Context: an optimization exercise on an open-source flow, tuned for a short achievable clock period and few clock cycles per item. The choices shown serve that exercise and are no tape-out recipe.
RTL that was checked went through simulation tests only; none was proved equivalent to the original.
For runs 3 and 4, only the layout was checked, not whether the RTL still works.
Power and IR drop assume default switching activity.

### flow/design.v
`default_nettype none
package swarq_pkg;
	localparam int WINDOW_SLOTS = 32;
	localparam int MAX_PAYLOAD  = 1400;
	localparam int MAX_RESULTS  = 32;
	localparam int SLOT_W  = $clog2(WINDOW_SLOTS);
	localparam int CNT_W   = $clog2(WINDOW_SLOTS + 1);
	localparam int RES_W   = $clog2(MAX_RESULTS);
	localparam int SEQ_W   = 16;
	localparam int SIZE_W  = 11;
	localparam int MAP_W   = 32;
	localparam int TOTAL_W = 32;
	localparam int KIND_W  = 2;
	localparam int OKIND_W = 3;
	localparam logic [KIND_W-1:0] KIND_SEND    = 2'd0;
	localparam logic [KIND_W-1:0] KIND_ACK     = 2'd1;
	localparam logic [KIND_W-1:0] KIND_FINISH  = 2'd2;
	localparam logic [KIND_W-1:0] KIND_TIMEOUT = 2'd3;
	localparam logic [OKIND_W-1:0] OUT_TX       = 3'd0;
	localparam logic [OKIND_W-1:0] OUT_RETX     = 3'd1;
	localparam logic [OKIND_W-1:0] OUT_REFUSED  = 3'd2;
	localparam logic [OKIND_W-1:0] OUT_FINISHED = 3'd3;
	localparam logic [OKIND_W-1:0] OUT_STATUS   = 3'd4;
endpackage
`default_nettype wire
`default_nettype none
module swarq_ram #(
	parameter int WIDTH = 8,
	parameter int DEPTH = 32
) (
	input  wire logic                     clk,
	input  wire logic                     we,
	input  wire logic [$clog2(DEPTH)-1:0] waddr,
	input  wire logic [WIDTH-1:0]         wdata,
	input  wire logic [$clog2(DEPTH)-1:0] raddr,
	output logic      [WIDTH-1:0]         rdata
);
	logic [WIDTH-1:0] mem [DEPTH];
	always_ff @(posedge clk) begin
		if (we) begin
			mem[waddr] <= wdata;
		end
		rdata <= mem[raddr];
	end
endmodule
`default_nettype wire
`default_nettype none
module sliding_window_arq_sender (
	input  wire logic                             clk,
	input  wire logic                             arst_n,
	input  wire logic                             start,
	output logic                                  busy,
	input  wire logic [swarq_pkg::KIND_W-1:0]     kind,
	input  wire logic [swarq_pkg::SIZE_W-1:0]     payload_size,
	input  wire logic [swarq_pkg::SEQ_W-1:0]      ack_seq,
	input  wire logic [swarq_pkg::MAP_W-1:0]      received_map,
	output logic                                  result_valid,
	output logic      [swarq_pkg::OKIND_W-1:0]    out_kind,
	output logic      [swarq_pkg::SEQ_W-1:0]      out_seq,
	output logic      [swarq_pkg::SIZE_W-1:0]     out_size,
	output logic      [swarq_pkg::TOTAL_W-1:0]    delivered_bytes,
	output logic                                  last
);
	localparam int W   = swarq_pkg::WINDOW_SLOTS;
	localparam int SW  = swarq_pkg::SLOT_W;
	localparam int CW  = swarq_pkg::CNT_W;
	localparam int QW  = swarq_pkg::SEQ_W;
	localparam int ZW  = swarq_pkg::SIZE_W;
	localparam int TW  = swarq_pkg::TOTAL_W;
	localparam int KW  = swarq_pkg::OKIND_W;
	localparam int LW  = 6;           
	localparam int HW  = QW - LW;
	localparam int RW  = 16;          
	localparam int NQ  = 6;           
	localparam int NQW = $clog2(NQ + 1);
	typedef logic [KW-1:0] okind_t;
	function automatic logic lt_sop(input logic [QW-1:0] a, input logic [QW-1:0] b, input int n);
		logic r;
		logic eqh;
		r = 1'b0;
		for (int i = 0; i < QW; i++) begin
			if (i < n) begin
				eqh = 1'b1;
				for (int j = i + 1; j < QW; j++) begin
					if (j < n) begin
						eqh = eqh & (a[j] ~^ b[j]);
					end
				end
				r = r | (!a[i] & b[i] & eqh);
			end
		end
		lt_sop = r;
	endfunction
	function automatic logic [SW-1:0] low_idx(input logic [W-1:0] v);
		logic [SW-1:0] r;
		r = '0;
		for (int i = W - 1; i >= 0; i--) begin
			if (v[i]) begin
				r = SW'(i);
			end
		end
		low_idx = r;
	endfunction
	function automatic logic [W-1:0] any_below(input logic [W-1:0] v);
		logic [W-1:0] r;
		r[0] = 1'b0;
		for (int i = 1; i < W; i++) begin
			r[i] = r[i-1] | v[i-1];
		end
		any_below = r;
	endfunction
	function automatic logic most_one(input logic [W-1:0] v);
		logic [W-1:0] a, m;
		a = v;
		m = '0;
		for (int w = W / 2; w >= 1; w = w / 2) begin
			for (int i = 0; i < w; i++) begin
				m[i] = m[2*i] | m[2*i+1] | (a[2*i] & a[2*i+1]);
				a[i] = a[2*i] | a[2*i+1];
			end
		end
		most_one = !m[0];
	endfunction
	function automatic logic most_two(input logic [W-1:0] v);
		logic [W-1:0] a, t, m;
		a = v;
		t = '0;
		m = '0;
		for (int w = W / 2; w >= 1; w = w / 2) begin
			for (int i = 0; i < w; i++) begin
				m[i] = m[2*i] | m[2*i+1] | (t[2*i] & a[2*i+1]) | (a[2*i] & t[2*i+1]);
				t[i] = t[2*i] | t[2*i+1] | (a[2*i] & a[2*i+1]);
				a[i] = a[2*i] | a[2*i+1];
			end
		end
		most_two = !m[0];
	endfunction
	logic              in_v;
	logic [1:0]        in_kind;
	logic [ZW-1:0]     in_size;
	logic [QW-1:0]     in_ack;
	logic [QW-1:LW]    in_ack_hp1;   
	logic [W-1:0]      in_map;
	logic              take;
	logic [NQW-1:0]    inflight_q;
	logic [NQW-1:0]    inflight_dec;
	logic              busy_next;
	logic              busy_q;
	logic              busy_o;       
	logic [QW-1:0]     base_q;
	logic [HW-1:0]     base_hp1_q;   
	logic [QW-1:0]     next_q;
	logic [CW-1:0]     cnt_q;
	logic              fin_q;
	logic [RW-1:0]     sent_q;       
	logic [RW-1:0]     cum_q [W];    
	logic              cw_q;         
	logic [SW-1:0]     cw_idx_q;
	logic              p_send, p_ack, p_fin, p_tmo;
	logic              eq0, eq1, borrow, le_n, nwrap, at_base;
	logic              inwin, behind;
	logic              refuse;
	logic [QW-1:0]     next_inc;
	logic [CW-1:0]     cnt_ack;
	logic              p_drop;
	logic              d1_v;
	okind_t            d1_k;         
	logic              d1_ack;       
	logic [QW-1:0]     d1_seq;
	logic [ZW-1:0]     d1_size;
	logic [CW-1:0]     d1_cnt;
	logic [W-1:0]      d1_map;
	logic              d1_upd;       
	logic [RW-1:0]     d1_lo;        
	logic [RW-1:0]     tlo_q;        
	logic [RW-1:0]     v_lo;
	logic              v_wrap;
	logic [W-1:0]      v_vec;
	okind_t            v_k;
	okind_t            q_k    [NQ];
	logic [QW-1:0]     q_seq  [NQ];
	logic [RW-1:0]     q_lo   [NQ];
	logic              q_wrap [NQ];
	logic [W-1:0]      q_vec  [NQ];   
	logic              q_last [NQ];
	logic [NQ-1:0]     q_wp;          
	logic [NQ-1:0]     q_we;          
	logic [NQ-1:0]     q_rp;          
	logic [NQW-1:0]    q_n;
	logic              q_push, q_pop;
	okind_t            q_rk;
	logic [QW-1:0]     q_rseq;
	logic [RW-1:0]     q_rlo;
	logic              q_rwrap;
	logic [W-1:0]      q_rvec;
	logic              q_rlast;
	logic              c_v;
	okind_t            c_k;
	logic [QW-1:0]     c_seq;
	logic [RW-1:0]     c_lo;
	logic              c_wrap;       
	logic [W-1:0]      c_vec;        
	logic              c_last;       
	logic              c_adv;
	logic [SW-1:0]     c_idx;
	logic [TW-1:RW]    thi_q;        
	logic [TW-1:RW]    thi_p1_q;     
	logic              tsat_q;       
	logic              c_sat;
	logic [ZW-1:0]     size_q [W];
	logic              e_v;
	okind_t            e_k;
	logic [QW-1:0]     e_seq;
	logic [SW-1:0]     e_idx;
	logic [SW-1:0]     e_slot;
	logic [ZW-1:0]     e_size;
	logic [TW-1:0]     e_total;
	logic              e_last;
	logic              e_list;
	logic              o_v;
	okind_t            o_k;
	logic [QW-1:0]     o_seq;
	logic [ZW-1:0]     o_size;
	logic [TW-1:0]     o_total;
	logic              o_last;
	assign busy = busy_o;
	assign take = start && !busy_q;
	assign inflight_dec = inflight_q - NQW'(q_pop) - NQW'(p_drop);
	assign busy_next    = q_pop ? (inflight_q + NQW'(!busy_q) >= NQW'(NQ + 1))
	                            : (inflight_q + NQW'(!busy_q) >= NQW'(NQ));
	always_ff @(posedge clk) begin
		in_kind    <= kind;
		in_size    <= payload_size;
		in_ack     <= ack_seq;
		in_ack_hp1 <= ack_seq[QW-1:LW] + 1'b1;
		in_map     <= received_map;
	end
	always_ff @(posedge clk or negedge arst_n) begin
		if (!arst_n) begin
			in_v       <= 1'b0;
			inflight_q <= '0;
			busy_q     <= 1'b0;
			busy_o     <= 1'b0;
		end else begin
			in_v       <= take;
			inflight_q <= inflight_dec + NQW'(take);
			busy_q     <= busy_next;
			busy_o     <= busy_next;
		end
	end
	assign p_send = in_v && !fin_q && (in_kind == swarq_pkg::KIND_SEND);
	assign p_ack  = in_v && !fin_q && (in_kind == swarq_pkg::KIND_ACK);
	assign p_fin  = in_v && !fin_q && (in_kind == swarq_pkg::KIND_FINISH);
	assign p_tmo  = in_v && !fin_q && (in_kind == swarq_pkg::KIND_TIMEOUT);
	assign eq0     = in_ack[QW-1:LW] == base_q[QW-1:LW];
	assign eq1     = in_ack[QW-1:LW] == base_hp1_q;
	assign borrow  = lt_sop(QW'(in_ack[LW-1:0]), QW'(base_q[LW-1:0]), LW);
	assign le_n    = !lt_sop(QW'(next_q[LW-1:0]), QW'(in_ack[LW-1:0]), LW);
	assign nwrap   = lt_sop(QW'(next_q[LW-1:0]), QW'(base_q[LW-1:0]), LW);
	assign at_base = eq0 && (in_ack[LW-1:0] == base_q[LW-1:0]);
	assign inwin   = (eq0 && !borrow && (nwrap || le_n)) || (eq1 && borrow && nwrap && le_n);
	assign behind  = in_ack[QW-1] ^ base_q[QW-1]
		^ lt_sop({1'b0, in_ack[QW-2:0]}, {1'b0, base_q[QW-2:0]}, QW - 1);
	assign cnt_ack = CW'(next_q[LW-1:0] - in_ack[LW-1:0]);
	assign refuse   = cnt_q[CW-1] || (in_size > ZW'(swarq_pkg::MAX_PAYLOAD));
	assign next_inc = next_q + 1'b1;
	assign p_drop   = p_tmo && (cnt_q == '0);
	always_ff @(posedge clk) begin
		cw_idx_q <= next_inc[SW-1:0];
		if (cw_q) begin
			cum_q[cw_idx_q] <= sent_q;
		end
	end
	always_ff @(posedge clk or negedge arst_n) begin
		if (!arst_n) begin
			base_q     <= '0;
			base_hp1_q <= HW'(1);
			next_q     <= '0;
			cnt_q      <= '0;
			fin_q      <= 1'b0;
			sent_q     <= '0;
			cw_q       <= 1'b0;
			d1_v       <= 1'b0;
			d1_upd     <= 1'b0;
		end else begin
			cw_q   <= p_send && !refuse;
			d1_v   <= in_v && !p_drop;
			d1_upd <= p_ack && (inwin ? !at_base : (!behind && (cnt_q != '0)));
			if (p_send && !refuse) begin
				next_q <= next_inc;
				cnt_q  <= cnt_q + 1'b1;
				sent_q <= sent_q + RW'(in_size);
			end
			if (p_ack) begin
				if (inwin) begin
					base_q     <= in_ack;
					base_hp1_q <= in_ack_hp1;
					cnt_q      <= cnt_ack;
				end else if (!behind) begin
					base_q     <= next_q;
					base_hp1_q <= next_q[QW-1:LW] + 1'b1;
					cnt_q      <= '0;
				end
			end
			if (p_fin) begin
				fin_q <= 1'b1;
			end
		end
	end
	always_ff @(posedge clk) begin
		d1_ack  <= p_ack;
		d1_map  <= in_map;
		d1_size <= in_size;
		d1_lo   <= (inwin && !(cw_q && cw_idx_q == in_ack[SW-1:0])) ? cum_q[in_ack[SW-1:0]] : sent_q;
		d1_cnt  <= cnt_q;
		d1_seq  <= base_q;
		if (p_send) begin
			d1_k   <= refuse ? swarq_pkg::OUT_REFUSED : swarq_pkg::OUT_TX;
			d1_seq <= next_q;
		end else if (p_ack) begin
			d1_k <= swarq_pkg::OUT_RETX;
			if (inwin) begin
				d1_seq <= in_ack;
				d1_cnt <= cnt_ack;
			end else if (!behind) begin
				d1_seq <= next_q;
				d1_cnt <= '0;
			end
		end else if (p_tmo) begin
			d1_k <= swarq_pkg::OUT_RETX;
		end else begin
			d1_k <= swarq_pkg::OUT_FINISHED;
		end
	end
	assign v_lo   = d1_upd ? d1_lo : tlo_q;
	assign v_wrap = d1_upd && lt_sop(QW'(d1_lo), QW'(tlo_q), RW);
	always_ff @(posedge clk or negedge arst_n) begin
		if (!arst_n) begin
			tlo_q <= '0;
		end else begin
			tlo_q <= v_lo;
		end
	end
	always_comb begin
		for (int i = 0; i < W; i++) begin
			v_vec[i] = (CW'(i) < d1_cnt) && !(d1_ack && d1_map[i]);
		end
	end
	assign v_k = (d1_k == swarq_pkg::OUT_RETX && v_vec == '0) ? swarq_pkg::OUT_STATUS : d1_k;
	assign q_push = d1_v;
	always_ff @(posedge clk) begin
		for (int i = 0; i < NQ; i++) begin
			if (q_we[i]) begin
				q_k[i]    <= v_k;
				q_seq[i]  <= d1_seq;
				q_lo[i]   <= v_lo;
				q_wrap[i] <= v_wrap;
				q_vec[i]  <= (d1_k == swarq_pkg::OUT_RETX) ? v_vec : {{(W-ZW){1'b0}}, d1_size};
				q_last[i] <= (d1_k != swarq_pkg::OUT_RETX) || most_one(v_vec);
			end
		end
	end
	always_ff @(posedge clk or negedge arst_n) begin
		if (!arst_n) begin
			q_wp <= NQ'(1);
			q_we <= '0;
			q_rp <= NQ'(1);
			q_n  <= '0;
		end else begin
			if (q_push) begin
				q_wp <= {q_wp[NQ-2:0], q_wp[NQ-1]};
				q_we <= (in_v && !p_drop) ? {q_wp[NQ-2:0], q_wp[NQ-1]} : '0;
			end else begin
				q_we <= (in_v && !p_drop) ? q_wp : '0;
			end
			if (q_pop) begin
				q_rp <= {q_rp[NQ-2:0], q_rp[NQ-1]};
			end
			q_n <= q_n + NQW'(q_push) - NQW'(q_pop);
		end
	end
	always_comb begin
		q_rk    = '0;
		q_rseq  = '0;
		q_rlo   = '0;
		q_rwrap = 1'b0;
		q_rvec  = '0;
		q_rlast = 1'b0;
		for (int i = 0; i < NQ; i++) begin
			if (q_rp[i]) begin
				q_rk    = q_rk    | q_k[i];
				q_rseq  = q_rseq  | q_seq[i];
				q_rlo   = q_rlo   | q_lo[i];
				q_rwrap = q_rwrap | q_wrap[i];
				q_rvec  = q_rvec  | q_vec[i];
				q_rlast = q_rlast | q_last[i];
			end
		end
	end
	assign c_adv = !c_v || c_last;
	assign q_pop = c_adv && (q_n != '0);
	assign c_idx = low_idx(c_vec);
	assign c_sat = tsat_q || (c_v && c_wrap && (thi_q == '1));
	always_ff @(posedge clk or negedge arst_n) begin
		if (!arst_n) begin
			c_v      <= 1'b0;
			thi_q    <= '0;
			thi_p1_q <= (TW-RW)'(1);
			tsat_q   <= 1'b0;
		end else begin
			if (c_adv) begin
				c_v <= q_n != '0;
			end
			if (c_v && c_wrap) begin
				thi_q    <= thi_p1_q;
				thi_p1_q <= thi_p1_q + 1'b1;
			end
			tsat_q <= c_sat;
		end
	end
	always_ff @(posedge clk) begin
		if (c_adv) begin
			c_k    <= q_rk;
			c_seq  <= q_rseq;
			c_lo   <= q_rlo;
			c_wrap <= q_rwrap;
			c_vec  <= q_rvec;
			c_last <= q_rlast;
		end else begin
			c_wrap <= 1'b0;
			c_vec  <= c_vec & any_below(c_vec);
			c_last <= most_two(c_vec);
		end
		if (c_v && c_k == swarq_pkg::OUT_TX) begin
			size_q[c_seq[SW-1:0]] <= c_vec[ZW-1:0];
		end
	end
	always_ff @(posedge clk or negedge arst_n) begin
		if (!arst_n) begin
			e_v <= 1'b0;
		end else begin
			e_v <= c_v;
		end
	end
	always_ff @(posedge clk) begin
		e_k     <= c_k;
		e_seq   <= c_seq;
		e_idx   <= c_idx;
		e_slot  <= c_seq[SW-1:0] + c_idx;
		e_size  <= (c_k == swarq_pkg::OUT_TX) ? c_vec[ZW-1:0] : '0;
		e_total <= c_sat ? '1 : {((c_v && c_wrap) ? thi_p1_q : thi_q), c_lo};
		e_last  <= c_last;
		e_list  <= c_k == swarq_pkg::OUT_RETX;
	end
	always_ff @(posedge clk or negedge arst_n) begin
		if (!arst_n) begin
			o_v <= 1'b0;
		end else begin
			o_v <= e_v;
		end
	end
	always_ff @(posedge clk) begin
		o_k     <= e_k;
		o_total <= e_total;
		o_last  <= e_last;
		o_seq   <= e_list ? e_seq + {{(QW-SW){1'b0}}, e_idx} : e_seq;
		o_size  <= e_list ? size_q[e_slot] : e_size;
	end
	assign result_valid    = o_v;
	assign out_kind        = o_k;
	assign out_seq         = o_seq;
	assign out_size        = o_size;
	assign delivered_bytes = o_total;
	assign last            = o_last;
endmodule
`default_nettype wire
### flow/run.sh
#!/bin/bash
# synth_recipe.tcl (not shown) runs the flow's synth.tcl, then flattens the netlist and writes it again
# the make line also repeats each setting of config.mk as NAME=value (left out here)
make -C /OpenROAD-flow-scripts/flow DESIGN_CONFIG=/design/flow/config.mk WORK_HOME=/design/flow/orfs CLKGATE_MAP_FILE= SYNTH_SCRIPT=/design/flow/synth_recipe.tcl finish
### flow/config.mk
export PLATFORM = sky130hd
export DESIGN_NAME = sliding_window_arq_sender
export DESIGN_NICKNAME = sliding_window_arq_sender
export VERILOG_FILES = /design/flow/design.v
export SDC_FILE = /design/flow/constraint.sdc
export NUM_CORES = 4
export LEC_CHECK = 0
export ABC_CLOCK_PERIOD_IN_PS = 2000
export CAP_MARGIN = 30
export CORE_MARGIN = 2
export CORE_UTILIZATION = 70
export CTS_CLUSTER_SIZE = 24
export PLACE_DENSITY = 0.75
export SETUP_SLACK_MARGIN = 4.5
export SLEW_MARGIN = 30
### flow/constraint.sdc
create_clock -name core_clock -period 7.0 [get_ports {clk}]
set_input_delay 1.4000 -clock core_clock [delete_from_list [all_inputs] [get_ports {clk}]]
set_output_delay 1.4000 -clock core_clock [all_outputs]
set_load 0.01 [all_outputs]
==> impl_metrics.ini, run 1 <==
[worst_hold_path]
tightest_hold_check_type = register to register

[worst_setup_path]
cp_max_fo = 23
reg2reg_setup_slack_ns = 3.90
startpoint_type = register
crit_path_end_kind = register
r2r_start = c_vec[6]
path_buf_inv = 1
cp_data_arrival_time_ns = 3.73
cell_family_with_most_cp_delay = compound AO/OA/AOI/OAI gates
worst-setup-path-type = register to register
cp_required_ns = 7.63
critical_path.slowest_cell = dfxtp_4
worst_setup_path_startpoint = c_vec[6]
path_cells = inv_1 -> a21oi_1 -> nor2_1 -> nor3_1 -> a221o_1 -> a31oi_4 -> ha_4 -> fa_2 -> a21o_1 -> a21oi_2 -> xor2_2 -> xnor2_1
cp_slowest_stage_delay_ns = 0.62
rr_worst_depth = 12
cp.depth = 12

[power]
irDropWorstVdd_uv = 391.6
power_density_mw_per_mm2 = 328.5
static-leakage-power_nw = 27.89

[cells_and_area]
fin_nets = 4411
antenna_cells_inserted = 0
layout-drive-gt1-share_pct = 30.30
layout.cells.non_filler = 5674
layout.cells.most_common = edfxtp_1
syn2layout_area_growth_pct = 18.85
finished_cell_area_mm2 = 0.08027
most_used_cells_in_the_layout_excluding_fill_and_tap_cells = edfxtp_1 (1313), mux4_2 (270), dfxtp_1 (242)

[floorplan]
io_pins = 129
dieArea_mm2 = 0.09899
chipWidth_um = 314.6
core_region_area_mm2 = 0.09529
start_util_pct = 70.88
std_cell_rows = 113
floorplan.die.height_um = 314.6

[detailed_routing]
drcViolationCount = 0
route.detailed.wl_per_inst_um = 32.98
number_of_nets_with_antenna_violations_after_detailed_routing = 0
avgViaCountPerCell = 6.973
drt_first_pass_iters = 6
route.vias.total = 39560
drtIter0Drc = 5370
wl_um = 187100

[place]
placed_cell_area_mm2 = 0.07056
place.detailed.instances = 5163
finalWeightedCongestion = 0.8826
port_buffers = 128
hpwl_um = 96320

[clock_tree]
cts_root_cell = clkbuf_16
clk_latency_ns = 0.79
cts_hold_buffers = 0
cts_tree = done
clock_tree.htree_level_count = 4
clock-sinks = 1790
clk_pin_slew_worst_paths_ns = 0.06
cts_max_path_buffers = 3
cts_buffers = 168

[sta]
tns_ns = 0
grt_setup_unrepaired = yes
report.final.setup_viol = 0
min_cycle_time_layout_ns = 3.103
worst_slew_margin_rel_pct = 24.93
timing.final.max_slew_violations = 0
actual_transition_at_the_worst_max_transition_pin_ns = 1.126
max_freq_ghz = 0.3222
worst_clock_skew_ns = 0.02766
post-route-period-util_pct = 44.33
finalHoldViolations = 0

[global_route]
grt_remaining_overflow = 0
groute.usage.overall_pct = 36.75
grt_start_max_net_pins = 129
grt_first_pass_wirelength_um = 261500
grt_pass1_vias = 39330
grt_antenna_before_repair = 2

[logic_synthesis]
synth.lib_cells_used.distinct = 92
synth.avg_cell_area_um2 = 17.33
mapped_nets = 4046
synthArstFlopShare_pct = 8.156
register_bit_count_reported_by_yosys = 1790
synth.cell_area_mm2 = 0.06754
synth.yosys.warnings = 7
post_synth_inst_count = 3897
synth_top_flop_cell = edfxtp_1
synth-edff-count = 1313
seq_area_frac_synth_pct = 73.60

[run]
timing.max_cap.violations = 0

[outcome]
outcome = timing/DRC/antenna clean
[registers in the layout, indices dropped and copies added, names as in the netlist, 16 cells and up, named ones only]
name	cells
d1_seq	16
c_lo	16
o_seq	16
o_total	32
e_total	32
d1_lo	16
size_q	352
thi_p1_q	16
tlo_q	16
q_seq	96
q_vec	192
next_q	16
thi_q	16
q_k	18
d1_map	32
in_ack	16
c_seq	16
q_lo	96
c_vec	32
e_seq	16
base_q	16
in_map	32
cum_q	512
sent_q	16
[cell families (layout without fill, tap and decap cells)]
kind of cell | Yosys count | after routing | synth area share [%]
adder cells (fa/ha/maj) | 95 | 95 | 1.790
AO/OA/AOI/OAI | 587 | 591 | 6.089
multiplexers | 373 | 373 | 10.62
flip-flops | 1790 | 1790 | 73.60
buffers and inverters | 292 | 796 | 1.771
XOR/XNOR | 109 | 109 | 1.413
AND/OR/NAND/NOR | 651 | 655 | 4.713
[cell usage after synthesis, drive strengths merged (13+ instances only)]
library cell  number  area, µm²
dfxtp            331       6626
a22oi            167       1254
and3              26      162.7
nor2             176      660.6
a221oi            35      306.5
dfrtp            142       3553
o221ai            17      148.9
buf               73      372.8
edfxtp          1313      39430
nand2            167      626.9
clkbuf           127      478.0
mux2i             54      540.5
a22o              21      183.9
nand3             90      455.4
xnor2             70      613.1
o211ai            21      157.7
nand4             26      162.7
xor2              39      341.6
o21ai            103      515.5
nand2b            39      251.5
a211oi            14      110.1
or3               13      86.33
ha                79      988.5
a31oi             22      137.6
a21o              19      142.6
mux2              49      551.8
and2              19      118.9
inv               92      345.3
mux4             270       6081
a21oi             83      415.4
nor3              38      221.5
[timing repair]
item,4_1_cts,5_1_grt
setup endpoints to repair,598,346
gates resized for setup,593,262
cloned,11,11
buffers inserted,106,64
pin swaps,54,72
[where the power goes]
group / switching, mW / total, mW / leakage, nW / internal [mW]
registers: 0.837 / 13.0 / 16.4 / 12.2
logic: 2.29 / 4.11 / 8.78 / 1.82
clock network: 3.97 / 9.24 / 2.75 / 5.28
[layout make-up]
type | count | area (µm²)
clock buffer | 255 | 4996
multi-input combinational | 1823 | 18550
fill | 4148 | 15020
inverter | 92 | 391.6
timing repair buffer | 387 | 4202
sequential | 1790 | 49970
clock inverter | 62 | 581.8
tap | 1265 | 1583
[layer usage]
metal / part of all wire (%) / GRT usage, %
met4: 5.3 / 16.43
met5: 0.0069 / 0
met2: 51 / 61.29
met3: 9.6 / 6.080
met1: 34 / 48.41
[worst min path at each step]
stage                startpoint          end  slack, ns  cells past startpoint
finish              e_total[22]  o_total[22]       0.32                      0
global route         e_total[6]   o_total[6]       0.33                      0
CTS                 e_total[23]  o_total[23]       0.33                      0
detailed placement  e_total[30]  o_total[30]       0.31                      0
global placement    e_total[20]  o_total[20]       0.31                      0
floorplan             in_map[0]    d1_map[0]       0.31                      0
[through the flow]
stage | utilization [%] | worst slack, ns | power [mW] | hold WS, ns
after floorplan | - | 4.310 | 15.02 | 0.3096
after global placement | 73.83 | 2.962 | 16.11 | 0.3110
after detailed placement | 74.04 | 3.337 | 16.29 | 0.3121
after CTS | 82.16 | 3.940 | 25.82 | 0.3256
after global routing | 84.24 | 3.698 | 27.01 | 0.3287
final | 84.24 | 3.897 | 26.37 | 0.3239
Testbench counts, summed over its fixed seeds: cycles 8,750, items 8,000.
==> inputs of run 2 (changes only) <==
--- a/flow/config.mk
+++ b/flow/config.mk
@@ -10,5 +10,3 @@
 export CORE_MARGIN = 2
-export CORE_UTILIZATION = 70
-export CTS_CLUSTER_SIZE = 24
-export PLACE_DENSITY = 0.75
+export CORE_UTILIZATION = 60
 export SETUP_SLACK_MARGIN = 4.5
==> run 2 against run 1 <==
Still clean. Area after synthesis did not move. Sequential share of layout area about the same. Worst hold slack got worse by 0.0023 ns. First-iteration DRC count down 39%. Sequential power about the same. Setup slack improved by 0.20 ns. Critical path type unchanged.
==> impl_metrics.ini, run 2 <==
[power]
comb_power_share_pct = 14.7
seqPwrFrac_pct = 49.7
netSwitchingFraction_pct = 25.66
static-leakage-power_nw = 27.78
pwr-share-clk_pct = 35.5
power_density_mw_per_mm2 = 322.9
switching_power_mw = 6.649
irDropWorstVdd_uv = 292.0
internal_power_mw = 19.26

[logic_synthesis]
yosysMostFrequentCell = edfxtp_1
synth.mux.area_fraction_pct = 10.62
post_synth_inst_count = 3897
synth.avg_cell_area_um2 = 17.33
register_bit_count_reported_by_yosys = 1790
seq_area_frac_synth_pct = 73.60
synth_largest_area_cell = edfxtp_1
synth-simple-area-share_pct = 4.713
largest_family_of_logic_cells_by_synthesized_area = multiplexers
synth.lib_cells_used.distinct = 92
synth-edff-count = 1313
synth.yosys.warnings = 7
synth_xor_xnor_area_share_pct = 1.413
synth_area_leaders = edfxtp_1 (58%), dfxtp_1 (9.8%), mux4_2 (9.0%)
synth_top_flop_cell = edfxtp_1
synthArstFlopShare_pct = 8.156
synth_top_cell_area_share_pct = 58.38
synth-compound-area-share_pct = 6.089
mapped_nets = 4046
synth.cell_area_mm2 = 0.06754
synth.top_cells.by_count = edfxtp_1 (1313), dfxtp_1 (331), mux4_2 (270), nor2_1 (176)
yosys.area_share.adder_pct = 1.790

[clock_tree]
cts_root_cell = clkbuf_16
clk_latency_ns = 0.78
cts_buffers = 172
clock_tree.htree_level_count = 4
cts_max_path_buffers = 3
cts_tree = done
clock-sinks = 1790
clk_pin_slew_worst_paths_ns = 0.06

[sta]
tns_ns = 0
timing.final.max_slew_violations = 0
report.final.setup_viol = 0
min_cycle_time_layout_ns = 2.904
worst_hold_slack_ns = 0.3216
finalHoldViolations = 0
post-route-period-util_pct = 41.49
actual_transition_at_the_worst_max_transition_pin_ns = 0.9880
grt_setup_unrepaired = yes
max_freq_ghz = 0.3443
worst_clock_skew_ns = 0.02334
worst_slew_margin_rel_pct = 34.13

[global_route]
grt.met3_usage_pct = 3.948
grt_pass1_vias = 38220
grt_met2_usage_pct = 50.23
grt_remaining_overflow = 0
grt_use_met1_pct = 37.09
grt_antenna_before_repair = 2
grt_start_max_net_pins = 85
top_usage_layer = met2
grt_first_pass_wirelength_um = 243600
groute.usage.overall_pct = 28.66

[worst_hold_path]
min_path_cells = 0
tightest_hold_check_type = register to register

[outcome]
outcome = timing/DRC/antenna clean

[worst_setup_path]
cp_data_arrival_time_ns = 3.54
startpoint_type = register
reg2reg_setup_slack_ns = 4.10
crit_path_end_kind = register
cp_max_fo = 4
rr_worst_depth = 14
cp_required_ns = 7.64
worst-setup-path-type = register to register

[detailed_routing]
wl_um = 165900
drcViolationCount = 0
drtIter0Drc = 3300
drt_first_pass_iters = 6
avgViaCountPerCell = 6.257
route.detailed.wl_per_inst_um = 28.07
number_of_nets_with_antenna_violations_after_detailed_routing = 0
route.vias.total = 36970

[floorplan]
dieArea_mm2 = 0.1153
start_util_pct = 60.28
floorplan.die.height_um = 339.5
chipWidth_um = 339.5
io_pins = 129
std_cell_rows = 123
core_region_area_mm2 = 0.1120

[cells_and_area]
layout.cells.most_common = edfxtp_1
syn2layout_area_growth_pct = 18.82
top_register = cum_q
most_used_cells_in_the_layout_excluding_fill_and_tap_cells = edfxtp_1 (1313), mux4_2 (270), dfxtp_1 (248)
final.fill_count = 7002
layout-drive-gt1-share_pct = 28.95
fin_nets = 4406
layout.cells.non_filler = 5909
final_core_utilization_pct = 71.63
largest_register_ff_count = 512

[place]
place.detailed.instances = 5403
hpwl_um = 96450
port_buffers = 128
finalWeightedCongestion = 0.8489

[run]
timing.max_cap.violations = 0
[run 2: through the flow]
step / instance area, µm² / setup WS (ns) / power, mW
detailed placement: 70880 / 3.285 / 16.31
global route: 80250 / 3.985 / 26.84
CTS: 79040 / 4.051 / 25.89
finish: 80250 / 4.096 / 25.91
global placement: 70690 / 3.067 / 16.18
floorplan: 67940 / 4.310 / 15.02
[run 2: layer usage]
metal	up-vias	share of wire, %	wire, µm
met5	-	0	0
met4	0	3.5	5776
met3	303	5.9	9750
met2	1405	53	87340
met1	19150	38	63030
li1	16120	-	-
[run 2: path summary, 6_finish.rpt]
kind / to / startpoint
max: register / c_vec[31]
min: d1_map[3] / in_map[3]
max reg2reg: register / c_vec[31]
min reg2reg: d1_map[3] / in_map[3]
max in group asynchronous: base_q[5] / arst_n
min in group asynchronous: thi_q[26] / arst_n
[run 2: power groups by stage]
stage / registers [mW] / clock network (mW) / logic, mW
after detailed placement: 13.2 / 0 / 3.09
after global routing: 12.9 / 9.79 / 4.10
after CTS: 12.9 / 9.34 / 3.66
after global placement: 13.2 / 0 / 3.01
after floorplan: 12.7 / 0 / 2.28
final: 12.9 / 9.20 / 3.82
[run 2: area by class of cell]
| cell class | count | area (µm²) | area share (%) |
|---|---|---|---|
| Antenna cell | 2 | 5.005 | 0.006236 |
| Clock buffer | 256 | 4910 | 6.118 |
| Clock inverter | 68 | 769.5 | 0.9588 |
| Inverter | 92 | 385.4 | 0.4802 |
| Multi-Input combinational cell | 1828 | 18400 | 22.93 |
| Sequential cell | 1790 | 49980 | 62.27 |
| Tap cell | 1500 | 1877 | 2.339 |
| Timing Repair Buffer | 373 | 3930 | 4.897 |
[run 2: logic make-up (layout without fill, tap and decap cells)]
family / count (synthesis) / in the layout
DFF: 1790 / 1790
and+or+nand+nor: 651 / 661
AOI/OAI and AO/OA: 587 / 590
muxes: 373 / 373
buffers and inverters: 292 / 789
xor gates and xnor gates: 109 / 109
adders and majority gates: 95 / 95
other: 0 / 2
[run 2: repair_timing]
action | in CTS | in global routing
pin swaps | 57 | 67
hold buffers | 0 | 0
gates cloned | 16 | 6
setup endpoints to repair | 575 | 340
hold endpoints to repair | 0 | 0
buffers inserted | 124 | 34
gates resized for setup | 606 | 167
[run 2: critical path, stage by stage, from the launching register on]
cell and delay [ns]:
dfxtp_4 0.35, nor2b_1 0.12, o21bai_1 0.12, a21oi_1 0.09, o21ai_1 0.14, a21oi_1 0.08
o31a_1 0.30, o21bai_2 0.18, a31oi_4 0.18, ha_4 0.22, fa_2 0.37, a21o_1 0.20
a21oi_2 0.14, xor2_1 0.21, xnor2_1 0.08
==> inputs of run 3 (changes only) <==
--- a/flow/design.v
+++ b/flow/design.v
@@ -94,10 +94,15 @@
 	function automatic logic [SW-1:0] low_idx(input logic [W-1:0] v);
-		logic [SW-1:0] r;
-		r = '0;
-		for (int i = W - 1; i >= 0; i--) begin
-			if (v[i]) begin
-				r = SW'(i);
+		logic [W-1:0]  a;
+		logic [SW-1:0] p [W];
+		a = v;
+		for (int i = 0; i < W; i++) begin
+			p[i] = '0;
+		end
+		for (int l = 0; l < SW; l++) begin
+			for (int i = 0; i < (W >> (l + 1)); i++) begin
+				p[i] = a[2*i] ? p[2*i] : (p[2*i+1] | SW'(1 << l));
+				a[i] = a[2*i] | a[2*i+1];
 			end
 		end
-		low_idx = r;
+		low_idx = p[0];
 	endfunction
@@ -105,5 +110,5 @@
 		logic [W-1:0] r;
-		r[0] = 1'b0;
-		for (int i = 1; i < W; i++) begin
-			r[i] = r[i-1] | v[i-1];
+		r = {v[W-2:0], 1'b0};
+		for (int d = 1; d < W; d = d * 2) begin
+			r = r | (r << d);
 		end
@@ -147,4 +152,3 @@
 	logic              busy_next;
-	logic              busy_q;
-	logic              busy_o;       
+	logic              busy_q;       
 	logic [QW-1:0]     base_q;
@@ -178,3 +182,2 @@
 	logic [W-1:0]      v_vec;
-	okind_t            v_k;
 	okind_t            q_k    [NQ];
@@ -184,3 +187,2 @@
 	logic [W-1:0]      q_vec  [NQ];   
-	logic              q_last [NQ];
 	logic [NQ-1:0]     q_wp;          
@@ -195,3 +197,2 @@
 	logic [W-1:0]      q_rvec;
-	logic              q_rlast;
 	logic              c_v;
@@ -225,3 +226,3 @@
 	logic              o_last;
-	assign busy = busy_o;
+	assign busy = busy_q;
 	assign take = start && !busy_q;
@@ -231,2 +232,3 @@
 	always_ff @(posedge clk) begin
+		busy_q     <= busy_next;
 		in_kind    <= kind;
@@ -241,4 +243,2 @@
 			inflight_q <= '0;
-			busy_q     <= 1'b0;
-			busy_o     <= 1'b0;
 		end else begin
@@ -246,4 +246,2 @@
 			inflight_q <= inflight_dec + NQW'(take);
-			busy_q     <= busy_next;
-			busy_o     <= busy_next;
 		end
@@ -348,3 +346,2 @@
 	end
-	assign v_k = (d1_k == swarq_pkg::OUT_RETX && v_vec == '0) ? swarq_pkg::OUT_STATUS : d1_k;
 	assign q_push = d1_v;
@@ -353,3 +350,3 @@
 			if (q_we[i]) begin
-				q_k[i]    <= v_k;
+				q_k[i]    <= d1_k;
 				q_seq[i]  <= d1_seq;
@@ -358,3 +355,2 @@
 				q_vec[i]  <= (d1_k == swarq_pkg::OUT_RETX) ? v_vec : {{(W-ZW){1'b0}}, d1_size};
-				q_last[i] <= (d1_k != swarq_pkg::OUT_RETX) || most_one(v_vec);
 			end
@@ -387,3 +383,2 @@
 		q_rvec  = '0;
-		q_rlast = 1'b0;
 		for (int i = 0; i < NQ; i++) begin
@@ -395,3 +390,2 @@
 				q_rvec  = q_rvec  | q_vec[i];
-				q_rlast = q_rlast | q_last[i];
 			end
@@ -422,3 +416,3 @@
 		if (c_adv) begin
-			c_k    <= q_rk;
+			c_k    <= (q_rk == swarq_pkg::OUT_RETX && q_rvec == '0) ? swarq_pkg::OUT_STATUS : q_rk;
 			c_seq  <= q_rseq;
@@ -427,3 +421,3 @@
 			c_vec  <= q_rvec;
-			c_last <= q_rlast;
+			c_last <= (q_rk != swarq_pkg::OUT_RETX) || most_one(q_rvec);
 		end else begin
==> run 3 against run 2 <==
Core utilization grew 1.6 points. Total power shrank 12%. Register-to-register slack gained 0.08 ns. Global-route usage grew 1.9 points. Setup slack gained 0.082 ns. First-iteration DRC count grew 37%. Sequential share of layout area shrank 1.1 points. Flip-flop and latch count shrank 12. Fmax grew 2.9%. Wire length grew 4.8%. Area after synthesis shrank 1.2%. Highest routed layer is now met5.
==> impl_metrics.ini, run 3 <==
[sta]
worst_hold_slack_ns = 0.3235
worst_clock_skew_ns = 0.02143
report.final.setup_viol = 0
max_freq_ghz = 0.3544
timing.final.max_slew_violations = 0
finalHoldViolations = 0
min_cycle_time_layout_ns = 2.822
worst_slew_margin_rel_pct = 34.26
post-route-period-util_pct = 40.32
grt_setup_unrepaired = yes
actual_transition_at_the_worst_max_transition_pin_ns = 0.9861
layout_setup_ws_ns = 4.178
tns_ns = 0

[detailed_routing]
avgViaCountPerCell = 6.416
route.vias.total = 38130
drtIter0Drc = 4530
drt_first_pass_iters = 6
number_of_nets_with_antenna_violations_after_detailed_routing = 0
route.detailed.wl_per_inst_um = 29.26
drcViolationCount = 0
wl_um = 173900

[place]
placed_cell_area_mm2 = 0.07003
port_buffers = 128
place.detailed.instances = 5356
finalWeightedCongestion = 0.8411
hpwl_um = 94240
place_ws_ns = 3.137

[run]
timing.max_cap.violations = 0

[power]
static-leakage-power_nw = 30.01
power_density_mw_per_mm2 = 283.0
irDropWorstVdd_uv = 256.3
total_power_mw = 22.91

[floorplan]
std_cell_rows = 122
floorplan.die.height_um = 337.5
start_util_pct = 60.40
core_region_area_mm2 = 0.1105
dieArea_mm2 = 0.1139
io_pins = 129
chipWidth_um = 337.5

[logic_synthesis]
largest_family_of_logic_cells_by_synthesized_area = multiplexers
synth.lib_cells_used.distinct = 79
synthArstFlopShare_pct = 8.155
synth-simple-area-share_pct = 4.864
mapped_nets = 4006
synth_top_flop_cell = edfxtp_1
seq_area_frac_synth_pct = 73.93
yosys.area_share.adder_pct = 1.796
post_synth_inst_count = 3857
synth-compound-area-share_pct = 6.038
synth_largest_area_cell = edfxtp_1
yosysMostFrequentCell = edfxtp_1
synth.avg_cell_area_um2 = 17.31
synth.cell_area_mm2 = 0.06675
synth.mux.area_fraction_pct = 10.35
synth_area_leaders = edfxtp_1 (59%), dfxtp_1 (10%), mux4_2 (9.1%)
synth.yosys.warnings = 7
synth_xor_xnor_area_share_pct = 1.417
register_bit_count_reported_by_yosys = 1778
synth-edff-count = 1301
synth.top_cells.by_count = edfxtp_1 (1301), dfxtp_1 (332), mux4_2 (270), a22oi_1 (200), nor2_1 (170)
synth_top_cell_area_share_pct = 58.53

[clock_tree]
clk_latency_ns = 0.77
clock_tree.htree_level_count = 4
clock-sinks = 1778
cts_root_cell = clkbuf_16
cts_max_path_buffers = 3
clk_pin_slew_worst_paths_ns = 0.06
cts_tree = done
cts_buffers = 174

[worst_setup_path]
crit_path_end_kind = register
reg2reg_setup_slack_ns = 4.18
rr_worst_depth = 10
cp_data_arrival_time_ns = 3.47
crit-reg2reg-capture = d1_seq[9]
cp_max_fo = 6
cp-endpoint = d1_seq[9]
worst_setup_path_startpoint = in_ack[9]
worst-setup-path-type = register to register
r2r_start = in_ack[9]
cp_required_ns = 7.65
startpoint_type = register

[cells_and_area]
final.fill_count = 6700
syn2layout_area_growth_pct = 21.26
fin_nets = 4451
layout.cells.non_filler = 5943
most_used_cells_in_the_layout_excluding_fill_and_tap_cells = edfxtp_1 (1301), mux4_2 (270), dfxtp_1 (267)
layout-drive-gt1-share_pct = 31.62
top_register = cum_q
finished_cell_area_mm2 = 0.08094
final_core_utilization_pct = 73.24
area_of_the_multi_input_gates_mm2 = 0.01814
layout.cells.most_common = edfxtp_1
largest_register_ff_count = 512
regArea_mm2 = 0.04955

[outcome]
outcome = timing/DRC/antenna clean

[global_route]
groute.usage.overall_pct = 30.57
grt_antenna_before_repair = 13
grt_pass1_vias = 38210
grt_remaining_overflow = 0
grt_start_max_net_pins = 146
grt_first_pass_wirelength_um = 250600

[worst_hold_path]
tightest_hold_check_type = register to register
## run 3: final cells by class
type / instances / share of cell area (%)
diodes: 2 / 0.006183
clock buffers: 242 / 6.191
clock inverters: 85 / 0.8456
inverters: 79 / 0.4313
multi-input cells: 1809 / 22.41
flip-flops and latches: 1778 / 61.21
well taps: 1488 / 2.300
repair buffers: 460 / 6.605
## run 3: worst min path at each step
stage,start,endpoint,slack [ns],depth (start not counted)
2_1_floorplan,in_map[0],d1_map[0],0.31,0
3_3_place_gp,e_total[27],o_total[27],0.31,0
3_5_place_dp,e_k[2],o_k[2],0.31,0
4_1_cts,e_total[13],o_total[13],0.33,0
5_1_grt,e_total[23],o_total[23],0.33,0
6_report,in_map[28],d1_map[28],0.32,0
## run 3: power by group
| part | internal, mW | switching, mW | total, mW |
|---|---|---|---|
| Sequential | 11.8 | 0.448 | 12.2 |
| Clock | 5.34 | 3.86 | 9.20 |
| Combinational | 0.647 | 0.838 | 1.48 |
## run 3: what timing repair did
action | CTS | global route
setup buffers | 165 | 55
hold buffers | 0 | 0
setup endpoints to repair | 587 | 555
pin swaps | 80 | 77
resized for setup | 638 | 203
cloned | 26 | 9
## run 3: cells by family (layout without fill, tap and decap cells)
| family | Yosys count | count (layout) |
|---|---|---|
| DFF | 1778 | 1778 |
| and+or+nand+nor | 666 | 668 |
| AOI/OAI and AO/OA | 589 | 592 |
| muxes | 347 | 347 |
| buffers and inverters | 275 | 866 |
| xor gates and xnor gates | 108 | 108 |
| adders and majority gates | 94 | 94 |
| other | 0 | 2 |
## run 3: metal layers
layer / wire length, µm / track usage, % / up-vias
met5: 68 / 0 / -
li1: - / - / 16120
met1: 71010 / 45.50 / 19670
met4: 4325 / 8.350 / 10
met3: 17490 / 5.942 / 327
met2: 81030 / 46.87 / 2009
## run 3: critical path, stage by stage (launching register included)
cell and delay, ns:
dfxtp_2 0.40, inv_1 0.07, ha_1 0.33, nand4_1 0.20, o21bai_2 0.28, o2111a_2 0.29
or3_4 0.39, a21o_4 0.30, buf_12 0.16, a32oi_2 0.17, nand2_1 0.11
==> inputs of run 4 (changes only) <==
--- a/flow/design.v
+++ b/flow/design.v
@@ -73,4 +73,4 @@
 	localparam int RW  = 16;          
-	localparam int NQ  = 6;           
-	localparam int NQW = $clog2(NQ + 1);
+	localparam int NQ  = 7;           
+	localparam int NQW = $clog2(NQ + 2);
 	typedef logic [KW-1:0] okind_t;
@@ -153,2 +153,14 @@
 	logic              busy_q;       
+	logic              pi_v;
+	logic [1:0]        pi_kind;
+	logic [ZW-1:0]     pi_size;
+	logic [QW-1:0]     pi_ack;
+	logic [QW-1:LW]    pi_ack_hp1;
+	logic [W-1:0]      pi_map;
+	logic              pi_big;       
+	logic [2:0]        pi_eq0, pi_eq1, pi_borrow, pi_at, pi_behind;    
+	logic [1:0]        pi_le;                                           
+	logic              ps_a, ps_n, ps_inc;    
+	logic [QW-1:0]     next_p1;
+	logic [QW-1:LW]    next_hp1;
 	logic [QW-1:0]     base_q;
@@ -174,3 +186,3 @@
 	logic [ZW-1:0]     d1_size;
-	logic [CW-1:0]     d1_cnt;
+	logic [W-1:0]      d1_mask;      
 	logic [W-1:0]      d1_map;
@@ -187,2 +199,3 @@
 	logic [W-1:0]      q_vec  [NQ];   
+	logic              q_last [NQ];
 	logic [NQ-1:0]     q_wp;          
@@ -197,2 +210,3 @@
 	logic [W-1:0]      q_rvec;
+	logic              q_rlast;
 	logic              c_v;
@@ -248,19 +262,58 @@
 	end
-	assign p_send = in_v && !fin_q && (in_kind == swarq_pkg::KIND_SEND);
-	assign p_ack  = in_v && !fin_q && (in_kind == swarq_pkg::KIND_ACK);
-	assign p_fin  = in_v && !fin_q && (in_kind == swarq_pkg::KIND_FINISH);
-	assign p_tmo  = in_v && !fin_q && (in_kind == swarq_pkg::KIND_TIMEOUT);
-	assign eq0     = in_ack[QW-1:LW] == base_q[QW-1:LW];
-	assign eq1     = in_ack[QW-1:LW] == base_hp1_q;
-	assign borrow  = lt_sop(QW'(in_ack[LW-1:0]), QW'(base_q[LW-1:0]), LW);
-	assign le_n    = !lt_sop(QW'(next_q[LW-1:0]), QW'(in_ack[LW-1:0]), LW);
+	assign next_p1  = next_q + 1'b1;
+	assign next_hp1 = next_q[QW-1:LW] + 1'b1;
+	always_ff @(posedge clk or negedge arst_n) begin
+		if (!arst_n) begin
+			pi_v <= 1'b0;
+		end else begin
+			pi_v <= in_v;
+		end
+	end
+	always_ff @(posedge clk) begin
+		pi_kind    <= in_kind;
+		pi_size    <= in_size;
+		pi_ack     <= in_ack;
+		pi_ack_hp1 <= in_ack_hp1;
+		pi_map     <= in_map;
+		pi_big     <= in_size > ZW'(swarq_pkg::MAX_PAYLOAD);
+		pi_eq0     <= {in_ack[QW-1:LW] == next_q[QW-1:LW], in_ack[QW-1:LW] == pi_ack[QW-1:LW],
+		               in_ack[QW-1:LW] == base_q[QW-1:LW]};
+		pi_eq1     <= {in_ack[QW-1:LW] == next_hp1, in_ack[QW-1:LW] == pi_ack_hp1,
+		               in_ack[QW-1:LW] == base_hp1_q};
+		pi_borrow  <= {lt_sop(QW'(in_ack[LW-1:0]), QW'(next_q[LW-1:0]), LW),
+		               lt_sop(QW'(in_ack[LW-1:0]), QW'(pi_ack[LW-1:0]), LW),
+		               lt_sop(QW'(in_ack[LW-1:0]), QW'(base_q[LW-1:0]), LW)};
+		pi_at      <= {in_ack == next_q, in_ack == pi_ack, in_ack == base_q};
+		pi_behind  <= {in_ack[QW-1] ^ next_q[QW-1]
+		                   ^ lt_sop({1'b0, in_ack[QW-2:0]}, {1'b0, next_q[QW-2:0]}, QW - 1),
+		               in_ack[QW-1] ^ pi_ack[QW-1]
+		                   ^ lt_sop({1'b0, in_ack[QW-2:0]}, {1'b0, pi_ack[QW-2:0]}, QW - 1),
+		               in_ack[QW-1] ^ base_q[QW-1]
+		                   ^ lt_sop({1'b0, in_ack[QW-2:0]}, {1'b0, base_q[QW-2:0]}, QW - 1)};
+		pi_le      <= {!lt_sop(QW'(next_p1[LW-1:0]), QW'(in_ack[LW-1:0]), LW),
+		               !lt_sop(QW'(next_q[LW-1:0]), QW'(in_ack[LW-1:0]), LW)};
+	end
+	assign p_send = pi_v && !fin_q && (pi_kind == swarq_pkg::KIND_SEND);
+	assign p_ack  = pi_v && !fin_q && (pi_kind == swarq_pkg::KIND_ACK);
+	assign p_fin  = pi_v && !fin_q && (pi_kind == swarq_pkg::KIND_FINISH);
+	assign p_tmo  = pi_v && !fin_q && (pi_kind == swarq_pkg::KIND_TIMEOUT);
+	assign eq0     = ps_a ? pi_eq0[1]    : (ps_n ? pi_eq0[2]    : pi_eq0[0]);
+	assign eq1     = ps_a ? pi_eq1[1]    : (ps_n ? pi_eq1[2]    : pi_eq1[0]);
+	assign borrow  = ps_a ? pi_borrow[1] : (ps_n ? pi_borrow[2] : pi_borrow[0]);
+	assign at_base = ps_a ? pi_at[1]     : (ps_n ? pi_at[2]     : pi_at[0]);
+	assign behind  = ps_a ? pi_behind[1] : (ps_n ? pi_behind[2] : pi_behind[0]);
+	assign le_n    = ps_inc ? pi_le[1] : pi_le[0];
 	assign nwrap   = lt_sop(QW'(next_q[LW-1:0]), QW'(base_q[LW-1:0]), LW);
-	assign at_base = eq0 && (in_ack[LW-1:0] == base_q[LW-1:0]);
 	assign inwin   = (eq0 && !borrow && (nwrap || le_n)) || (eq1 && borrow && nwrap && le_n);
-	assign behind  = in_ack[QW-1] ^ base_q[QW-1]
-		^ lt_sop({1'b0, in_ack[QW-2:0]}, {1'b0, base_q[QW-2:0]}, QW - 1);
-	assign cnt_ack = CW'(next_q[LW-1:0] - in_ack[LW-1:0]);
-	assign refuse   = cnt_q[CW-1] || (in_size > ZW'(swarq_pkg::MAX_PAYLOAD));
+	assign cnt_ack = CW'(next_q[LW-1:0] - pi_ack[LW-1:0]);
+	assign refuse   = cnt_q[CW-1] || pi_big;
 	assign next_inc = next_q + 1'b1;
 	assign p_drop   = p_tmo && (cnt_q == '0);
+	function automatic logic [W-1:0] thermo(input logic [CW-1:0] c);
+		logic [W-1:0] m;
+		for (int i = 0; i < W; i++) begin
+			m[i] = CW'(i) < c;
+		end
+		thermo = m;
+	endfunction
 	always_ff @(posedge clk) begin
@@ -282,5 +335,11 @@
 			d1_upd     <= 1'b0;
+			ps_a       <= 1'b0;
+			ps_n       <= 1'b0;
+			ps_inc     <= 1'b0;
 		end else begin
 			cw_q   <= p_send && !refuse;
-			d1_v   <= in_v && !p_drop;
+			ps_inc <= p_send && !refuse;
+			ps_a   <= p_ack && inwin;
+			ps_n   <= p_ack && !inwin && !behind;
+			d1_v   <= pi_v && !p_drop;
 			d1_upd <= p_ack && (inwin ? !at_base : (!behind && (cnt_q != '0)));
@@ -289,3 +348,3 @@
 				cnt_q  <= cnt_q + 1'b1;
-				sent_q <= sent_q + RW'(in_size);
+				sent_q <= sent_q + RW'(pi_size);
 			end
@@ -293,4 +352,4 @@
 				if (inwin) begin
-					base_q     <= in_ack;
-					base_hp1_q <= in_ack_hp1;
+					base_q     <= pi_ack;
+					base_hp1_q <= pi_ack_hp1;
 					cnt_q      <= cnt_ack;
@@ -298,3 +357,3 @@
 					base_q     <= next_q;
-					base_hp1_q <= next_q[QW-1:LW] + 1'b1;
+					base_hp1_q <= next_hp1;
 					cnt_q      <= '0;
@@ -309,6 +368,6 @@
 		d1_ack  <= p_ack;
-		d1_map  <= in_map;
-		d1_size <= in_size;
-		d1_lo   <= (inwin && !(cw_q && cw_idx_q == in_ack[SW-1:0])) ? cum_q[in_ack[SW-1:0]] : sent_q;
-		d1_cnt  <= cnt_q;
+		d1_map  <= pi_map;
+		d1_size <= pi_size;
+		d1_lo   <= (inwin && !(cw_q && cw_idx_q == pi_ack[SW-1:0])) ? cum_q[pi_ack[SW-1:0]] : sent_q;
+		d1_mask <= thermo(cnt_q);
 		d1_seq  <= base_q;
@@ -320,7 +379,7 @@
 			if (inwin) begin
-				d1_seq <= in_ack;
-				d1_cnt <= cnt_ack;
+				d1_seq  <= pi_ack;
+				d1_mask <= thermo(cnt_ack);
 			end else if (!behind) begin
-				d1_seq <= next_q;
-				d1_cnt <= '0;
+				d1_seq  <= next_q;
+				d1_mask <= '0;
 			end
@@ -343,3 +402,3 @@
 		for (int i = 0; i < W; i++) begin
-			v_vec[i] = (CW'(i) < d1_cnt) && !(d1_ack && d1_map[i]);
+			v_vec[i] = d1_mask[i] && !(d1_ack && d1_map[i]);
 		end
@@ -350,3 +409,3 @@
 			if (q_we[i]) begin
-				q_k[i]    <= d1_k;
+				q_k[i]    <= (d1_k == swarq_pkg::OUT_RETX && v_vec == '0) ? swarq_pkg::OUT_STATUS : d1_k;
 				q_seq[i]  <= d1_seq;
@@ -355,2 +414,3 @@
 				q_vec[i]  <= (d1_k == swarq_pkg::OUT_RETX) ? v_vec : {{(W-ZW){1'b0}}, d1_size};
+				q_last[i] <= (d1_k != swarq_pkg::OUT_RETX) || most_one(v_vec);
 			end
@@ -367,5 +427,5 @@
 				q_wp <= {q_wp[NQ-2:0], q_wp[NQ-1]};
-				q_we <= (in_v && !p_drop) ? {q_wp[NQ-2:0], q_wp[NQ-1]} : '0;
+				q_we <= (pi_v && !p_drop) ? {q_wp[NQ-2:0], q_wp[NQ-1]} : '0;
 			end else begin
-				q_we <= (in_v && !p_drop) ? q_wp : '0;
+				q_we <= (pi_v && !p_drop) ? q_wp : '0;
 			end
@@ -383,2 +443,3 @@
 		q_rvec  = '0;
+		q_rlast = 1'b0;
 		for (int i = 0; i < NQ; i++) begin
@@ -390,2 +451,3 @@
 				q_rvec  = q_rvec  | q_vec[i];
+				q_rlast = q_rlast | q_last[i];
 			end
@@ -416,3 +478,3 @@
 		if (c_adv) begin
-			c_k    <= (q_rk == swarq_pkg::OUT_RETX && q_rvec == '0) ? swarq_pkg::OUT_STATUS : q_rk;
+			c_k    <= q_rk;
 			c_seq  <= q_rseq;
@@ -421,3 +483,3 @@
 			c_vec  <= q_rvec;
-			c_last <= (q_rk != swarq_pkg::OUT_RETX) || most_one(q_rvec);
+			c_last <= q_rlast;
 		end else begin
==> run 4 against run 3 <==
Still clean. Sequential power is 15% higher. Combinational power grew to 2.8 times the previous value. Critical path depth is 1 higher. Cell count up 10%. Count of clock-buffer cells in the layout rose by 28. Synthesized cell count up 15%. Setup slack worse by 0.085 ns. Via count is 6.7% higher. Total power is 24% higher. Core utilization fell by 2.3 points. Sequential share of layout area is 1.8 points higher. Non-clock buffer count down 99. Highest routed layer is now met4.
==> impl_metrics.ini, run 4 <==
[detailed_routing]
drtIter0Drc = 4327
wl_um = 179500
drt_first_pass_iters = 6
drcViolationCount = 0
avgViaCountPerCell = 6.211
number_of_nets_with_antenna_violations_after_detailed_routing = 0
route.detailed.wl_per_inst_um = 27.41
route.vias.total = 40670

[clock_tree]
clk_pin_slew_worst_paths_ns = 0.06
cts_buffers = 191
clock_tree.htree_level_count = 4
cts_root_cell = clkbuf_16
cts_tree = done
clock-sinks = 1982
cts_max_path_buffers = 3
clk_latency_ns = 0.80

[logic_synthesis]
register_bit_count_reported_by_yosys = 1982
synth.top_cells.by_count = edfxtp_1 (1382), dfxtp_1 (447), mux4_2 (270), nand2_1 (230), nor2_1 (198)
synth_largest_area_cell = edfxtp_1
seq_area_frac_synth_pct = 73.39
synthArstFlopShare_pct = 7.719
synth-edff-count = 1382
synth_top_flop_cell = edfxtp_1
synth_top_cell_area_share_pct = 56.11
synth.cell_area_mm2 = 0.07397
post_synth_inst_count = 4427
synth.yosys.warnings = 8
synth.lib_cells_used.distinct = 77
mapped_nets = 4616
synth_area_leaders = edfxtp_1 (56%), dfxtp_1 (12%), mux4_2 (8.2%)
synth.avg_cell_area_um2 = 16.71
yosysMostFrequentCell = edfxtp_1

[global_route]
grt.met3_usage_pct = 3.636
grt_met2_usage_pct = 46.62
grt_antenna_before_repair = 2
grt_use_met1_pct = 39.56
groute.usage.overall_pct = 28.14
grt_pass1_vias = 40240
grt_first_pass_wirelength_um = 261200
grt_start_max_net_pins = 119
top_usage_layer = met2
grt_remaining_overflow = 0

[cells_and_area]
fin_nets = 4948
regArea_mm2 = 0.05448
largest_register_ff_count = 512
area_of_the_multi_input_gates_mm2 = 0.01943
syn2layout_area_growth_pct = 16.96
layout-drive-gt1-share_pct = 24.64
most_used_cells_in_the_layout_excluding_fill_and_tap_cells = edfxtp_1 (1382), dfxtp_1 (386), mux4_2 (270)
layout.cells.most_common = edfxtp_1
top_register = cum_q
final.fill_count = 7883

[sta]
grt_setup_unrepaired = yes
min_cycle_time_layout_ns = 2.907
worst_slew_margin_rel_pct = 31.22
worst_clock_skew_ns = 0.01664
tns_ns = 0
layout_setup_ws_ns = 4.093
actual_transition_at_the_worst_max_transition_pin_ns = 1.025
finalHoldViolations = 0
post-route-period-util_pct = 41.53
report.final.setup_viol = 0
timing.final.max_slew_violations = 0
max_freq_ghz = 0.3440

[worst_setup_path]
reg2reg_setup_slack_ns = 4.09
cell_family_with_most_cp_delay = adder cells
rr_worst_depth = 11
cp_max_fo = 2
startpoint_type = register
cp_required_ns = 7.68
crit-reg2reg-capture = inflight_q[3]
crit_path_end_kind = register
cp_slowest_stage_delay_ns = 0.56
worst-setup-path-type = register to register
cp_data_arrival_time_ns = 3.59
path_cells = or3_4 -> nor3_4 -> nand3_2 -> or2_4 -> fa_2 -> ha_4 -> ha_4 -> inv_2 -> fa_2 -> xnor2_2 -> xnor2_1
path_buf_inv = 1
r2r_start = cnt_q[3]
critical_path.slowest_cell = fa_2

[floorplan]
std_cell_rows = 128
dieArea_mm2 = 0.1261
start_util_pct = 60.61
io_pins = 129
floorplan.die.height_um = 355.1
core_region_area_mm2 = 0.1220
chipWidth_um = 355.1

[power]
power_density_mw_per_mm2 = 328.9
static-leakage-power_nw = 31.06
irDropWorstVdd_uv = 305.1

[worst_hold_path]
min_path_cells = 0
hold_path_startpoint = e_total[11]
end_point_of_the_worst_hold_path = o_total[11]
tightest_hold_check_type = register to register

[place]
hpwl_um = 104800
finalWeightedCongestion = 0.8832
port_buffers = 128
place_ws_ns = 3.426

[outcome]
outcome = timing/DRC/antenna clean

[run]
timing.max_cap.violations = 0
-- run 4: cell types whose count changed after synthesis, moves of 16 or more --
cell / before / now
a21o_1: 32 / 48
a222oi_1: 1 / 69
a22oi_1: 200 / 122
a31oi_1: 3 / 55
clkbuf_1: 139 / 176
dfxtp_1: 332 / 447
edfxtp_1: 1301 / 1382
ha_1: 79 / 118
inv_1: 74 / 105
nand2_1: 161 / 230
nand3_1: 102 / 138
nor2_1: 170 / 198
o21ai_0: 87 / 108
xnor2_1: 66 / 87
-- run 4: logic make-up (layout without fill, tap and decap cells) --
| logic type | after synthesis | after routing | synth area share [%] |
|---|---|---|---|
| flops | 1982 | 1982 | 73.39 |
| simple gates | 832 | 833 | 5.435 |
| compound gates | 668 | 670 | 6.264 |
| mux | 347 | 347 | 9.348 |
| buf+inv | 334 | 826 | 1.722 |
| fa+ha+maj | 132 | 132 | 2.280 |
| xor+xnor | 132 | 132 | 1.563 |
| other cells | 0 | 1 | 0 |
-- run 4: cell type report --
type | instances | share of cell area [%]
sequential | 1982 | 62.97
multi-input combinational | 2114 | 22.45
clock buffer | 270 | 6.430
timing repair buffer | 361 | 4.319
tap | 1625 | 2.350
clock inverter | 86 | 0.9618
inverter | 109 | 0.5105
antenna | 1 | 0.002893
-- run 4: metal layers --
layer | vias to the layer above | part of all wire (%) | wire length, µm
li1 | 17930 | - | -
met1 | 20830 | 41 | 73470
met2 | 1604 | 50 | 89520
met3 | 314 | 6.2 | 11190
met4 | 0 | 3.0 | 5302
met5 | - | 0 | 0
-- run 4: what timing repair did --
action / 4_1_cts / 5_1_grt
endpoints found under the setup margin: 420 / 378
setup buffers: 74 / 43
gates resized for setup: 475 / 155
hold buffers: 0 / 0
pin swaps: 39 / 53
cloned: 8 / 7
-- run 4: worst max-delay path by stage --
stage	end	startpoint	slack (ns)	cells after the start
2_1_floorplan	inflight_q[3]	start	3.91	8
6_report	inflight_q[3]	cnt_q[3]	4.09	11
3_3_place_gp	d1_lo[1]	pi_ack[1]	3.41	6
3_5_place_dp	d1_lo[1]	pi_ack[1]	3.43	6
4_1_cts	inflight_q[3]	cnt_q[5]	4.02	11
5_1_grt	inflight_q[3]	cnt_q[3]	4.02	11
-- run 4: metrics by stage --
step	instance area [µm²]	std cells	total power, mW	util [%]	hold slack [ns]
final	86510	6548	28.45	70.89	0.3175
after global routing	86510	6547	29.45	70.89	0.3279
after floorplan	74170	4427	16.49	-	0.3096
after CTS	85220	6497	28.35	69.83	0.3173
after global placement	77450	6057	17.74	63.46	0.3108
after detailed placement	77530	6059	17.81	63.53	0.3121
-- run 4: where the power goes --
| group | total, mW | internal [mW] | switching (mW) |
|---|---|---|---|
| clock network | 10.3 | 6.05 | 4.29 |
| registers | 14.0 | 13.3 | 0.680 |
| logic | 4.09 | 1.87 | 2.22 |
| total | 28.4 | 21.3 | 7.19 |
==> inputs of run 5 (changes only) <==
--- a/flow/design.v
+++ b/flow/design.v
@@ -152,2 +152,3 @@
 	logic              busy_next;
+	logic              drop_q;
 	logic              busy_q;       
@@ -242,3 +243,3 @@
 	assign take = start && !busy_q;
-	assign inflight_dec = inflight_q - NQW'(q_pop) - NQW'(p_drop);
+	assign inflight_dec = inflight_q - NQW'(q_pop) - NQW'(drop_q);
 	assign busy_next    = q_pop ? (inflight_q + NQW'(!busy_q) >= NQW'(NQ + 1))
@@ -257,5 +258,7 @@
 			inflight_q <= '0;
+			drop_q     <= 1'b0;
 		end else begin
 			in_v       <= take;
-			inflight_q <= inflight_dec + NQW'(take);
+			inflight_q <= take ? inflight_dec + 1'b1 : inflight_dec;
+			drop_q     <= p_drop;
 		end
--- a/flow/config.mk
+++ b/flow/config.mk
@@ -11,3 +11,4 @@
 export CORE_UTILIZATION = 60
-export SETUP_SLACK_MARGIN = 4.5
+export SETUP_SLACK_MARGIN = 4.7
 export SLEW_MARGIN = 30
+export TNS_END_PERCENT = 10
==> run 5 against run 4 <==
Largest power group unchanged. Synthesized cell count rose by 0.16%. Cell count rose by 0.46%. Critical path type is now register to output port. First-iteration DRC count rose by 17%. Via count rose by 2.1%.
==> impl_metrics.ini, run 5 <==
[outcome]
outcome = timing/DRC/antenna clean

[detailed_routing]
number_of_nets_with_antenna_violations_after_detailed_routing = 0
top_sig_layer = met5
avgViaCountPerCell = 6.311
route.detailed.wl_per_inst_um = 28.50

[cells_and_area]
finished_cell_area_mm2 = 0.08697
syn2layout_area_growth_pct = 17.32
largest_register_ff_count = 512
final.fill_count = 7791

[clock_tree]
cts_tree = done
cts_buffers = 188
clk_pin_slew_worst_paths_ns = 0.06
cts_hold_buffers = 0
cts_max_path_buffers = 3
clock-sinks = 1983

[worst_setup_path]
reg2reg_setup_slack_ns = 4.32
cp_required_ns = 5.60
cp_slowest_stage_delay_ns = 0.32
cp_max_fo = 1
startpoint_type = register
path_cells = clkdlybuf4s15_2

[logic_synthesis]
synth.yosys.warnings = 8
synth.cell_area_mm2 = 0.07413
synthArstFlopShare_pct = 7.766
post_synth_inst_count = 4434
synth.lib_cells_used.distinct = 95
register_bit_count_reported_by_yosys = 1983
yosysMostFrequentCell = edfxtp_1

[sta]
actual_transition_at_the_worst_max_transition_pin_ns = 1.024
min_cycle_time_layout_ns = 2.749
finalHoldViolations = 0
worst_hold_slack_ns = 0.3247
post-route-period-util_pct = 39.27

[place]
finalWeightedCongestion = 0.8727
port_buffers = 128
placed_cell_area_mm2 = 0.07758
hpwl_um = 107400

[worst_hold_path]
end_point_of_the_worst_hold_path = o_k[1]
hold_path_startpoint = e_k[1]
min_path_cells = 0

[global_route]
grt_antenna_before_repair = 6
groute.usage.overall_pct = 29.83
grt_first_pass_wirelength_um = 273700

[floorplan]
io_pins = 129
chipWidth_um = 355.5
dieArea_mm2 = 0.1264
floorplan.die.height_um = 355.5

[power]
power_density_mw_per_mm2 = 336.4

[run]
timing.max_cap.violations = 0
[run 5: cell types whose count changed after synthesis, sizes merged, moves of 9 or more]
cell	before	now
a21o	48	29
a31oi	55	43
buf	49	66
a22oi	122	133
clkbuf	176	167
nor2	199	209
[run 5: how the worst max path moves through the flow]
| stage | start | end | slack, ns | cells after the start |
|---|---|---|---|---|
| 2_1_floorplan | c_vec[5] | register | 4.12 | 14 |
| 3_3_place_gp | register | o_size[1] | 3.49 | 5 |
| 3_5_place_dp | register | o_size[1] | 3.47 | 5 |
| 4_1_cts | o_size[2] | out_size[2] | 4.19 | 1 |
| 5_1_grt | c_vec[4] | register | 4.17 | 13 |
| 6_report | o_total[3] | delivered_bytes[3] | 4.25 | 1 |
[run 5: kinds of logic (layout without fill, tap and decap cells)]
group | Yosys count | after routing | share of synthesized area, %
AO/OA/AOI/OAI | 666 | 668 | 6.323
XOR/XNOR | 137 | 137 | 1.619
adder cells (fa/ha/maj) | 130 | 130 | 2.240
buffers and inverters | 342 | 857 | 1.850
flip-flops | 1983 | 1983 | 73.26
multiplexers | 340 | 340 | 9.233
other | 0 | 1 | 0
AND/OR/NAND/NOR | 836 | 837 | 5.477
[run 5: final cells by class]
type / count / area [µm²] / share of cell area (%)
diodes: 1 / 2.502 / 0.002877
clock buffers: 265 / 5376 / 6.182
clock inverters: 86 / 733.2 / 0.8431
inverters: 109 / 490.5 / 0.5640
multi-input cells: 2112 / 19560 / 22.49
flip-flops and latches: 1983 / 54500 / 62.67
well taps: 1625 / 2033 / 2.338
repair buffers: 394 / 4233 / 4.867
repair inverters: 3 / 40.04 / 0.04604
[run 5: worst reg2reg max path: cells and delay by family (launching register included)]
kind,cells,cell delay [ns]
adder cells (fa/ha/maj),2,0.49
AND/OR/NAND/NOR,5,0.74
XOR/XNOR,2,0.32
AO/OA/AOI/OAI,3,0.55
buffers and inverters,1,0.10
flip-flops,1,0.38
[run 5: per-stage QoR]
step | worst slack (ns) | utilization (%) | instances | total power [mW]
after floorplan | 4.116 | - | 4434 | 16.99
after global placement | 3.489 | 63.39 | 6047 | 18.26
after detailed placement | 3.470 | 63.48 | 6048 | 18.33
after CTS | 4.188 | 70.44 | 6533 | 29.14
after global routing | 4.173 | 71.17 | 6577 | 30.31
final | 4.251 | 71.17 | 6578 | 29.26
[run 5: power by group]
group          leakage, nW  switching, mW  internal (mW)  total, mW
clock                 2.98           4.25           5.76       10.0
combinational         9.58           2.76           2.46       5.22
sequential            17.7          0.638           13.4       14.0
total                 30.3           7.65           21.6       29.3
[run 5: layer usage]
layer,global-route usage [%],up-vias
met5,0,-
met3,4.994,300
met2,47.88,1822
li1,-,18010
met1,43.14,21380
met4,7.686,2
[run 5: what timing repair did]
action	4_1_cts	5_1_grt
pin swaps	61	44
setup endpoints to repair	663	697
setup buffers	110	39
resized for setup	451	101
cloned	24	5
Testbench counts of run 5, summed over its fixed seeds: cycles 8,758, items 8,000.

Re-timed with assumed drivers on the ports (clkbuf_16 on the clock, buf_2 on other inputs), run 5 has 4.173 ns of setup slack against 4.251 ns with ideal ports, and 4.070 ns once port delays also move by the mid clock arrival of 0.877 ns.
